From an optimization exercise on the open Yosys and OpenROAD flow, aimed at small area; shortcuts taken in it are not production practice. In this exercise RTL edits were held to simulation tests only and were not proved equivalent to the original. Power and IR drop assume default switching activity.

==> inputs of run a <==
==> flow/design.v (excerpt) <==
module dds_demod (
    input  logic               clk,
    input  logic               rst,
    input  logic               en,
    input  logic [3:0]         mode,
    input  logic               sym_start,
    input  logic               sample_valid,
    input  logic signed [11:0] wave,
    input  logic signed [11:0] ref_sin,
    input  logic signed [11:0] ref_cos,
    output logic [1:0]         data_out,
    output logic               data_valid,
    output logic               mode_err
);
    localparam logic [31:0] KLOAD = 32'b10011100000001100100000000000000;
    logic              active_reg, done_reg, pv_reg, pe_reg, dv_reg, me_reg;
    logic [8:0]        cnt_reg;      
    logic [1:0]        mq_reg;       
    logic [1:0]        dec_reg, dout_reg;
    logic [31:0]      ci_nacc, cq_nacc, ci_nsum, cq_nsum;
    logic              start, step, take, ntake, clr, last;
    logic [11:0]       wg, nref_cos, nref_sin;
    logic [5:0]        bnone, bntwo, bneg, bnneg, bnegx;
    logic [1:0]        mcls;
    logic              s_i, s_q, big_i, big_q, ask_t, ask_e0, ask_u0, ask_c28, ask, nclr;
  ...
clock: 10.0 ns
lec_check: 0
cap_margin: 0
core_margin: 2
core_utilization: 65
cts_buf_list: sky130_fd_sc_hd__clkbuf_8
gpl_timing_driven: 0
slew_margin: 0
synth_hierarchical: 1
synth_minimum_keep_size: 0
standard.sh (not shown) runs the stock make flow with config.mk's settings and CLKGATE_MAP_FILE= SYNTH_SCRIPT=/design/flow/synth_recipe.tcl, a recipe that flattens the netlist after the stock synthesis.
==> flow/flow/run.sh <==
#!/bin/bash
# Standard layout, with a small buffer cell on the ports instead of the
# resizer's default pick.
set -e
export BUFFER_PORTS_ARGS="-buffer_cell sky130_fd_sc_hd__buf_2"
bash standard.sh > standard.log 2>&1
==> inputs of run b, as changes to run a <==
==> flow/run.sh (new file) <==
#!/bin/bash
# synth_recipe.tcl (not shown) runs the flow's synth.tcl, then flattens the netlist and writes it again
# the make line also repeats each setting of config.mk as NAME=value (left out here)
make -C /OpenROAD-flow-scripts/flow DESIGN_CONFIG=/design/flow/config.mk WORK_HOME=/design/flow/orfs CLKGATE_MAP_FILE= SYNTH_SCRIPT=/design/flow/synth_recipe.tcl finish
removed: flow/flow/run.sh
removed: flow/standard.sh
==> qor.yml <==
run_status:
  status: "no timing/DRC/antenna violations"
pwr:
  fin_total_pwr_w: 0.00335
  p_clk_w: 0.000258
  p_comb_w: 0.00249
grt:
  grtUsageMet1: 0.431
  first_global_vias: 8511
finish:
  multiInputGateArea_sq_um: 8660
  drive_above_1_share: 0.115
  post-route-util: 0.728
  stdcell_count: 1386
setup_path:
  cp_slowest_cell: "nand2_1"
  slowest_delay_ns: 0.71
  cp_max_fo: 26
placement:
  dp_slack_ns: -1.83
sta:
  finalWorstSetupSlack_ns: 0.615
[end of results for run a]
==> qor.yml <==
grt:
  grtUsageMet1: 0.450
  first_global_vias: 9137
finish:
  post-route-util: 0.755
  drive_above_1_share: 0.0912
  multiInputGateArea_sq_um: 8730
  stdcell_count: 1400
pwr:
  fin_total_pwr_w: 0.00342
  p_clk_w: 0.000261
  p_comb_w: 0.00256
placement:
  dp_slack_ns: -2.20
setup_path:
  cp_slowest_cell: "fa_1"
  cp_max_fo: 52
synthesis:
  synthAdderAreaFrac: 0.260
sta:
  finalWorstSetupSlack_ns: 0.506
run_status:
  status: "no timing/DRC/antenna violations"
[end of results for run b]


==> inputs of job 8222 <==
dds_demod, a different RTL version from the one above (not shown whole).
Design dds_demod, start of the top module:
module dds_demod (
    input  logic               clk,
    input  logic               rst,
    input  logic               en,
    input  logic [3:0]         mode,
    input  logic               sym_start,
    input  logic               sample_valid,
    input  logic signed [11:0] wave,
    input  logic signed [11:0] ref_sin,
    input  logic signed [11:0] ref_cos,
    output logic [1:0]         data_out,
    output logic               data_valid,
    output logic               mode_err
);
Settings: LEC_CHECK=0, CAP_MARGIN=0, CORE_MARGIN=2, CORE_UTILIZATION=80, CTS_BUF_LIST=sky130_fd_sc_hd__clkbuf_8, GPL_TIMING_DRIVEN=0, SLEW_MARGIN=0, SYNTH_HIERARCHICAL=1, SYNTH_MINIMUM_KEEP_SIZE=0; clock period 10.0 ns.
==> flow/flow/run.sh <==
#!/bin/bash
# Standard layout (standard.sh), with two changes passed to ORFS through its
# environment: the port buffers use a small buffer cell, and clock tree
# synthesis adds no dummy loads.
set -e
export BUFFER_PORTS_ARGS="-buffer_cell sky130_fd_sc_hd__buf_2"
export CTS_ARGS="-sink_clustering_enable -repair_clock_nets -buf_list sky130_fd_sc_hd__clkbuf_8 -dont_use_dummy_load"
bash standard.sh > standard.log 2>&1
==> job 1180: changes against job 8222 <==
--- a/flow/flow/run.sh
+++ b/flow/flow/run.sh
@@ -5,3 +5,3 @@
 set -e
-export BUFFER_PORTS_ARGS="-buffer_cell sky130_fd_sc_hd__buf_2"
+export BUFFER_PORTS_ARGS="-buffer_cell sky130_fd_sc_hd__buf_1"
 export CTS_ARGS="-sink_clustering_enable -repair_clock_nets -buf_list sky130_fd_sc_hd__clkbuf_8 -dont_use_dummy_load"
- CORE_UTILIZATION: 80 -> 65
==> summary of the runs <==
Job 1180 went through all stages and came out clean. Job 8222 ran to the end with no violations.
Clock power is about the same in job 1180 and job 8222.
In area after synthesis, job 8222 and job 1180 do not differ.
Between job 1180 and job 8222, the lower hold slack is in job 1180 (gap 11 ps).
In register-to-register slack, job 1180 and job 8222 hardly differ.
In job 1180 the critical path depth is higher than in job 8222, by 2.
In job 1180 the global-route usage is lower than in job 8222, by 8.8 points.
Against job 1180, the sequential power of job 8222 is smaller by about 1%.
==> figures <==
Worst slack after detailed placement: job 1180 -267.8 ps; job 8222 -283.7 ps
Worst Max-Slew Pin Slew: job 1180 979.6 ps; job 8222 961.8 ps
Total stage count of the critical path: job 1180 34; job 8222 32
Wire length of the first global-routing pass: job 1180 40680 um; job 8222 41710 um
Result of the run: job 1180 no timing/DRC/antenna violations; job 8222 no timing/DRC/antenna violations
Critical Path AT: job 1180 9670 ps; job 8222 9790 ps
Violation count after the first detailed-route iteration: job 1180 551; job 8222 891
Clock Power Share: job 1180 6.7%; job 8222 6.6%
Number of placed instances, taps included: job 1180 1323; job 8222 1284
Pwr/cell area: job 1180 269.5 mW/mm^2; job 8222 275.7 mW/mm^2
Maximum achievable frequency: job 1180 0.1068 GHz; job 8222 0.1055 GHz
Met3 demand-to-capacity share in global routing: job 1180 5.491%; job 8222 9.578%
Initial Utilization: job 1180 66.81%; job 8222 81.40%
Capturing element of the worst setup path: job 1180 ci_acc[31]$_DFF_P_; job 8222 cq_acc[31]$_DFF_P_
Ratio of layout area to synthesized area: job 1180 1.0618x; job 8222 1.0629x


==> quartz: inputs <==
Another version of the RTL of dds_demod (not shown whole).
==> flow/config.mk <==
export PLATFORM = sky130hd
export DESIGN_NAME = dds_demod
export DESIGN_NICKNAME = dds_demod
export VERILOG_FILES = /design/flow/design.v
export SDC_FILE = /design/flow/constraint.sdc
export NUM_CORES = 4
export LEC_CHECK = 0
export CAP_MARGIN = 0
export CORE_MARGIN = 2
export CORE_UTILIZATION = 65
export CTS_BUF_LIST = sky130_fd_sc_hd__clkbuf_8
export GPL_TIMING_DRIVEN = 0
export SLEW_MARGIN = 0
export SYNTH_HIERARCHICAL = 1
export SYNTH_MINIMUM_KEEP_SIZE = 0
==> flow/constraint.sdc <==
create_clock -name core_clock -period 10.0 [get_ports {clk}]
set_input_delay 2.0000 -clock core_clock [delete_from_list [all_inputs] [get_ports {clk}]]
set_output_delay 2.0000 -clock core_clock [all_outputs]
set_load 0.01 [all_outputs]
==> flow/flow/run.sh <==
#!/bin/bash
# Standard layout (standard.sh), with two changes passed to ORFS through its
# environment: the port buffers use a small buffer cell, and clock tree
# synthesis adds no dummy loads.
set -e
export BUFFER_PORTS_ARGS="-buffer_cell sky130_fd_sc_hd__buf_1"
export CTS_ARGS="-sink_clustering_enable -repair_clock_nets -buf_list sky130_fd_sc_hd__clkbuf_8 -dont_use_dummy_load"
bash standard.sh > standard.log 2>&1
==> maple (differences from quartz) <==
--- a/flow/design.v
+++ b/flow/design.v
@@ -15,26 +15,28 @@
     localparam logic [31:0] KLOAD = 32'b10011100000001100100000000000000;
     logic              active_reg, done_reg, pv_reg, pe_reg, dv_reg, me_reg;
     logic [8:0]        cnt_reg;      
     logic [1:0]        mq_reg;       
     logic [1:0]        dec_reg, dout_reg;
     logic [31:0]      ci_acc, cq_acc, ci_sum, cq_sum;
-    logic              start, step, take, clr, last;
-    logic [11:0]       nref_cos, nref_sin;
-    logic [5:0]        bx1, bx2, bnegx;
+    logic              start, step, take, ntake, clr, last;
+    logic [11:0]       wg, nref_cos, nref_sin;
+    logic [5:0]        bx1, bx2, bnneg, bnegx;
     logic              take_ci, take_cq, clr_ci, clr_cq, tk;
     logic [1:0]        mcls;
     logic              s_i, s_q, big_i, big_q, ask_ne0, ask_nu0, ask_c28, ask, nclr;
     logic ci_e1, ci_e2, ci_e3, ci_e4, ci_e5, ci_e6, ci_e7, ci_e8, ci_e9, ci_e10, ci_e11, ci_e12, ci_e13, ci_e14, ci_e15, ci_e16, ci_e17, ci_e18, ci_e19, ci_p20, ci_p21, ci_q22, ci_p23, ci_q24, ci_p25, ci_q26, ci_p27, ci_q28, ci_p29, ci_q30, ci_p31, ci_q32, ci_p33, ci_q34, ci_p35, ci_q36, ci_p37, ci_q38, ci_p39, ci_q40, ci_p41, ci_q42, ci_p43, ci_q44, ci_p45, ci_p46, ci_p47, ci_q48, ci_p49, ci_q50, ci_p51, ci_q52, ci_p53, ci_q54, ci_p55, ci_q56, ci_p57, ci_q58, ci_p59, ci_q60, ci_p61, ci_q62, ci_p63, ci_q64, ci_p65, ci_q66, ci_p67, ci_q68, ci_p69, ci_q70, ci_p71, ci_p72, ci_p73, ci_q74, ci_p75, ci_q76, ci_p77, ci_q78, ci_p79, ci_q80, ci_p81, ci_q82, ci_p83, ci_q84, ci_p85, ci_q86, ci_p87, ci_q88, ci_p89, ci_q90, ci_p91, ci_q92, ci_p93, ci_q94, ci_p95, ci_q96, ci_p97, ci_p98, ci_p99, ci_q100, ci_p101, ci_q102, ci_p103, ci_q104, ci_p105, ci_q106, ci_p107, ci_q108, ci_p109, ci_q110, ci_p111, ci_q112, ci_p113, ci_q114, ci_p115, ci_q116, ci_p117, ci_q118, ci_p119, ci_q120, ci_p121, ci_q122, ci_p123, ci_p124, ci_p125, ci_q126, ci_p127, ci_q128, ci_p129, ci_q130, ci_p131, ci_q132, ci_p133, ci_q134, ci_p135, ci_q136, ci_p137, ci_q138, ci_p139, ci_q140, ci_p141, ci_q142, ci_p143, ci_q144, ci_p145, ci_q146, ci_p147, ci_q148, ci_p149, ci_p150, ci_p151, ci_q152, ci_p153, ci_q154, ci_p155, ci_q156, ci_p157, ci_q158, ci_p159, ci_q160, ci_p161, ci_q162, ci_p163, ci_q164, ci_p165, ci_q166, ci_p167, ci_q168, ci_p169, ci_q170, ci_p171, ci_q172, ci_p173, ci_q174, ci_p175, ci_e176, ci_e177, ci_x178, ci_x179, ci_x180, ci_x181, ci_x182, ci_x183, ci_x184, ci_x185, ci_x186, ci_x187, ci_x188, ci_x189, ci_x190, ci_x191, ci_x192, ci_x193, ci_x194, ci_x195, ci_x196, ci_x197, ci_x198, ci_x199, ci_x200, ci_x201, ci_x202, ci_x203, ci_x204, ci_x205, ci_x206, ci_x207, ci_x208, ci_x209, ci_210, ci_211, ci_212, ci_213, ci_214, ci_215, ci_216, ci_217, ci_218, ci_219, ci_220, ci_221, ci_222, ci_223, ci_224, ci_225, ci_226, ci_227, ci_228, ci_229, ci_230, ci_231, ci_232, ci_233, ci_234, ci_235, ci_236, ci_237, ci_238, ci_239, ci_240, ci_241, ci_242, ci_243, ci_244, ci_245, ci_246, ci_247, ci_248, ci_249, ci_250, ci_251, ci_252, ci_253, ci_254, ci_255, ci_256, ci_257, ci_258, ci_259, ci_260, ci_261, ci_262, ci_263, ci_264, ci_265, ci_266, ci_267, ci_268, ci_269, ci_270, ci_271, ci_272, ci_273, ci_274, ci_275, ci_276, ci_277, ci_278, ci_279, ci_280, ci_281, ci_282, ci_283, ci_284, ci_285, ci_286, ci_287, ci_288, ci_289, ci_290, ci_291, ci_292, ci_293, ci_294, ci_295, ci_296, ci_297, ci_298, ci_299, ci_300, ci_301, ci_302, ci_303, ci_304, ci_305, ci_306, ci_307, ci_308, ci_309, ci_310, ci_311, ci_312, ci_313, ci_314, ci_315, ci_316, ci_317, ci_318, ci_319, ci_320, ci_321, ci_322, ci_323, ci_324, ci_325, ci_326, ci_327, ci_328, ci_329, ci_330, ci_331, ci_332, ci_333, ci_334, ci_335, ci_336, ci_337, ci_338, ci_339, ci_340, ci_341, ci_342, ci_343, ci_344, ci_345, ci_346, ci_347, ci_348, ci_349, ci_350, ci_351, ci_352, ci_353, ci_354, ci_355, ci_356, ci_357, ci_358, ci_359, ci_360, ci_361, ci_362, ci_363, ci_364, ci_365, ci_366, ci_367, ci_368, ci_369, ci_370, ci_371, ci_372, ci_373, ci_374, ci_375, ci_376, ci_377, ci_378, ci_379, ci_380, ci_381, ci_382, ci_383, ci_384, ci_385, ci_386, ci_387, ci_388, ci_389, ci_390, ci_391, ci_392, ci_393, ci_394, ci_395, ci_396, ci_397, ci_398, ci_399, ci_400, ci_401, ci_402, ci_403, ci_404, ci_405, ci_406, ci_407, ci_408, ci_409, ci_410, ci_411, ci_412, ci_413, ci_414, ci_415, ci_416, ci_417, ci_418, ci_419, ci_420, ci_421, ci_422, ci_423, ci_424, ci_425, ci_426, ci_427, ci_428, ci_429, ci_430, ci_431, ci_432, ci_433, ci_434, ci_435, ci_436, cq_e437, cq_e438, cq_e439, cq_e440, cq_e441, cq_e442, cq_e443, cq_e444, cq_e445, cq_e446, cq_e447, cq_e448, cq_e449, cq_e450, cq_e451, cq_e452, cq_e453, cq_e454, cq_e455, cq_p456, cq_p457, cq_q458, cq_p459, cq_q460, cq_p461, cq_q462, cq_p463, cq_q464, cq_p465, cq_q466, cq_p467, cq_q468, cq_p469, cq_q470, cq_p471, cq_q472, cq_p473, cq_q474, cq_p475, cq_q476, cq_p477, cq_q478, cq_p479, cq_q480, cq_p481, cq_p482, cq_p483, cq_q484, cq_p485, cq_q486, cq_p487, cq_q488, cq_p489, cq_q490, cq_p491, cq_q492, cq_p493, cq_q494, cq_p495, cq_q496, cq_p497, cq_q498, cq_p499, cq_q500, cq_p501, cq_q502, cq_p503, cq_q504, cq_p505, cq_q506, cq_p507, cq_p508, cq_p509, cq_q510, cq_p511, cq_q512, cq_p513, cq_q514, cq_p515, cq_q516, cq_p517, cq_q518, cq_p519, cq_q520, cq_p521, cq_q522, cq_p523, cq_q524, cq_p525, cq_q526, cq_p527, cq_q528, cq_p529, cq_q530, cq_p531, cq_q532, cq_p533, cq_p534, cq_p535, cq_q536, cq_p537, cq_q538, cq_p539, cq_q540, cq_p541, cq_q542, cq_p543, cq_q544, cq_p545, cq_q546, cq_p547, cq_q548, cq_p549, cq_q550, cq_p551, cq_q552, cq_p553, cq_q554, cq_p555, cq_q556, cq_p557, cq_q558, cq_p559, cq_p560, cq_p561, cq_q562, cq_p563, cq_q564, cq_p565, cq_q566, cq_p567, cq_q568, cq_p569, cq_q570, cq_p571, cq_q572, cq_p573, cq_q574, cq_p575, cq_q576, cq_p577, cq_q578, cq_p579, cq_q580, cq_p581, cq_q582, cq_p583, cq_q584, cq_p585, cq_p586, cq_p587, cq_q588, cq_p589, cq_q590, cq_p591, cq_q592, cq_p593, cq_q594, cq_p595, cq_q596, cq_p597, cq_q598, cq_p599, cq_q600, cq_p601, cq_q602, cq_p603, cq_q604, cq_p605, cq_q606, cq_p607, cq_q608, cq_p609, cq_q610, cq_p611, cq_e612, cq_e613, cq_x614, cq_x615, cq_x616, cq_x617, cq_x618, cq_x619, cq_x620, cq_x621, cq_x622, cq_x623, cq_x624, cq_x625, cq_x626, cq_x627, cq_x628, cq_x629, cq_x630, cq_x631, cq_x632, cq_x633, cq_x634, cq_x635, cq_x636, cq_x637, cq_x638, cq_x639, cq_x640, cq_x641, cq_x642, cq_x643, cq_x644, cq_x645, cq_646, cq_647, cq_648, cq_649, cq_650, cq_651, cq_652, cq_653, cq_654, cq_655, cq_656, cq_657, cq_658, cq_659, cq_660, cq_661, cq_662, cq_663, cq_664, cq_665, cq_666, cq_667, cq_668, cq_669, cq_670, cq_671, cq_672, cq_673, cq_674, cq_675, cq_676, cq_677, cq_678, cq_679, cq_680, cq_681, cq_682, cq_683, cq_684, cq_685, cq_686, cq_687, cq_688, cq_689, cq_690, cq_691, cq_692, cq_693, cq_694, cq_695, cq_696, cq_697, cq_698, cq_699, cq_700, cq_701, cq_702, cq_703, cq_704, cq_705, cq_706, cq_707, cq_708, cq_709, cq_710, cq_711, cq_712, cq_713, cq_714, cq_715, cq_716, cq_717, cq_718, cq_719, cq_720, cq_721, cq_722, cq_723, cq_724, cq_725, cq_726, cq_727, cq_728, cq_729, cq_730, cq_731, cq_732, cq_733, cq_734, cq_735, cq_736, cq_737, cq_738, cq_739, cq_740, cq_741, cq_742, cq_743, cq_744, cq_745, cq_746, cq_747, cq_748, cq_749, cq_750, cq_751, cq_752, cq_753, cq_754, cq_755, cq_756, cq_757, cq_758, cq_759, cq_760, cq_761, cq_762, cq_763, cq_764, cq_765, cq_766, cq_767, cq_768, cq_769, cq_770, cq_771, cq_772, cq_773, cq_774, cq_775, cq_776, cq_777, cq_778, cq_779, cq_780, cq_781, cq_782, cq_783, cq_784, cq_785, cq_786, cq_787, cq_788, cq_789, cq_790, cq_791, cq_792, cq_793, cq_794, cq_795, cq_796, cq_797, cq_798, cq_799, cq_800, cq_801, cq_802, cq_803, cq_804, cq_805, cq_806, cq_807, cq_808, cq_809, cq_810, cq_811, cq_812, cq_813, cq_814, cq_815, cq_816, cq_817, cq_818, cq_819, cq_820, cq_821, cq_822, cq_823, cq_824, cq_825, cq_826, cq_827, cq_828, cq_829, cq_830, cq_831, cq_832, cq_833, cq_834, cq_835, cq_836, cq_837, cq_838, cq_839, cq_840, cq_841, cq_842, cq_843, cq_844, cq_845, cq_846, cq_847, cq_848, cq_849, cq_850, cq_851, cq_852, cq_853, cq_854, cq_855, cq_856, cq_857, cq_858, cq_859, cq_860, cq_861, cq_862, cq_863, cq_864, cq_865, cq_866, cq_867, cq_868, cq_869, cq_870, cq_871, cq_872, ask_t873, ask_t874, ask_b875, ask_g876, ask_p877, ask_e878, ask_u879, ask_b880, ask_g881, ask_p882, ask_e883, ask_u884, ask_b885, ask_g886, ask_p887, ask_e888, ask_u889, ask_b890, ask_g891, ask_p892, ask_e893, ask_u894, ask_b895, ask_g896, ask_p897, ask_e898, ask_u899, ask_b900, ask_g901, ask_p902, ask_e903, ask_u904, ask_b905, ask_g906, ask_p907, ask_e908, ask_u909, ask_b910, ask_g911, ask_p912, ask_e913, ask_u914, ask_b915, ask_g916, ask_p917, ask_e918, ask_u919, ask_b920, ask_g921, ask_p922, ask_e923, ask_u924, ask_b925, ask_g926, ask_p927, ask_e928, ask_u929, ask_b930, ask_g931, ask_p932, ask_e933, ask_u934, ask_b935, ask_g936, ask_p937, ask_e938, ask_u939, ask_b940, ask_g941, ask_p942, ask_e943, ask_u944, ask_b945, ask_g946, ask_p947, ask_e948, ask_u949, ask_b950, ask_g951, ask_p952, ask_e953, ask_u954, ask_b955, ask_g956, ask_p957, ask_e958, ask_u959, ask_b960, ask_g961, ask_p962, ask_e963, ask_u964, ask_b965, ask_g966, ask_p967, ask_e968, ask_u969, ask_b970, ask_g971, ask_p972, ask_e973, ask_u974, ask_b975, ask_g976, ask_p977, ask_e978, ask_u979, ask_b980, ask_g981, ask_p982, ask_e983, ask_u984, ask_b985, ask_g986, ask_p987, ask_e988, ask_u989, ask_b990, ask_g991, ask_p992, ask_e993, ask_u994, ask_b995, ask_g996, ask_p997, ask_e998, ask_u999, ask_b1000, ask_g1001, ask_p1002, ask_e1003, ask_u1004, ask_b1005, ask_g1006, ask_p1007, ask_e1008, ask_u1009, ask_b1010, ask_g1011, ask_p1012, ask_e1013;
     assign start = sym_start & sample_valid;
     assign step  = active_reg & sample_valid;
     assign take  = en & (start | step);
     assign tk    = sym_start | active_reg;
+    assign ntake = ~take;
     assign clr   = en & start;
     assign nclr  = ~clr;
     assign last  = step & ~sym_start & (cnt_reg == 9'd314);   
+    assign wg    = take ? wave : 12'd0;
     assign nref_cos = ~ref_cos;
     assign nref_sin = ~ref_sin;
     for (genvar r = 0; r < 6; r++) begin : g_booth
         logic b2, b1, b0;
         assign b2 = wave[2*r+1];
         assign b1 = wave[2*r];
@@ -42,12 +44,13 @@
             assign b0 = 1'b0;
         end else begin : g_rest
             assign b0 = wave[2*r-1];
         end
         assign bx1[r]   = b1 ^ b0;
         assign bx2[r]   = (b2 & ~b1 & ~b0) | (~b2 & b1 & b0);
+        assign bnneg[r] = ~(take & b2);
         assign bnegx[r] = b2 | ~take;
     end
     assign s_i    = ci_acc[31];
     assign s_q    = cq_acc[31];
     assign big_i  = ~(&ci_acc[31:28] | ~|ci_acc[31:28]);
     assign big_q  = ~(&cq_acc[31:28] | ~|cq_acc[31:28]);
==> flow_summary_export.csv <==
group,metric,value,unit
layout,synthToLayoutAreaGrowth,6.03,%
place,gp_congestion,0.839,
routing,avgViaCountPerCell,5.95,
global_route,grtUsageMet3,5.16,%
power_and_ir_drop,leakage,3.41,nW
layout,multi_input_area,8200,sq um
global_route,grt_pass1_vias,8134,
outcome,outcome,"no timing/DRC/antenna violations",
[end of results for quartz]
==> flow_summary_export.csv <==
group,metric,value,unit
outcome,outcome,"no timing/DRC/antenna violations",
layout,synthToLayoutAreaGrowth,5.99,%
layout,multi_input_area,8200,sq um
clocking,clockRootBuffer,"clkbuf_8",
logic_synthesis,synthArstFlopShare,9.41,%
routing,avgViaCountPerCell,5.96,
global_route,grtUsageMet3,5.49,%
clocking,cts_made_buffers,9,
power_and_ir_drop,leakage,3.41,nW
place,gp_congestion,0.835,
[end of results for maple]

separate check: timing with driven ports:
Ports are ideal in the flow. The routed layouts listed here were re-timed in OpenROAD.
Step 1: set_driving_cell puts a clkbuf_16 on clk and a buf_2 on each other input, an assumption about the parent block.
Step 2 moves the port delays by t, midway between the first and last clock arrival at a register: inputs arrive t later, outputs are due t later. That takes back most of the time a late clock gives input paths.
Three values: ideal ports, drivers, drivers and shift; two values: the first two.
| run | t, ns | slack for setup (ns) | hold slack, ns | worst setup path after step 2 | latest minus earliest clock arrival (ns) |
|---|---|---|---|---|---|
| run a | 0.428 | 0.615 / 0.631 / 0.203 | 0.487 / 0.487 / 0.487 | input to register | 0.018 / 0.017 |
| run b | 0.434 | 0.506 / 0.525 / 0.091 | 0.486 / 0.486 / 0.486 | input to register | 0.013 / 0.014 |
| job 8222 | 0.418 | 0.523 / 0.543 / 0.125 | 0.502 / 0.502 / 0.502 | input to register | 0.043 / 0.043 |
| job 1180 | 0.412 | 0.637 / 0.654 / 0.242 | 0.491 / 0.491 / 0.491 | input to register | 0.038 / 0.038 |
| quartz | 0.421 | 0.654 / 0.675 / 0.254 | 0.484 / 0.484 / 0.484 | input to register | 0.040 / 0.040 |
| maple | 0.419 | 0.681 / 0.705 / 0.285 | 0.500 / 0.500 / 0.500 | input to register | 0.035 / 0.035 |
After both steps every run listed still meets setup and hold. The setup slack of run b, which loses most, moves by +0.019 ns with the drivers and by -0.415 ns with both steps.
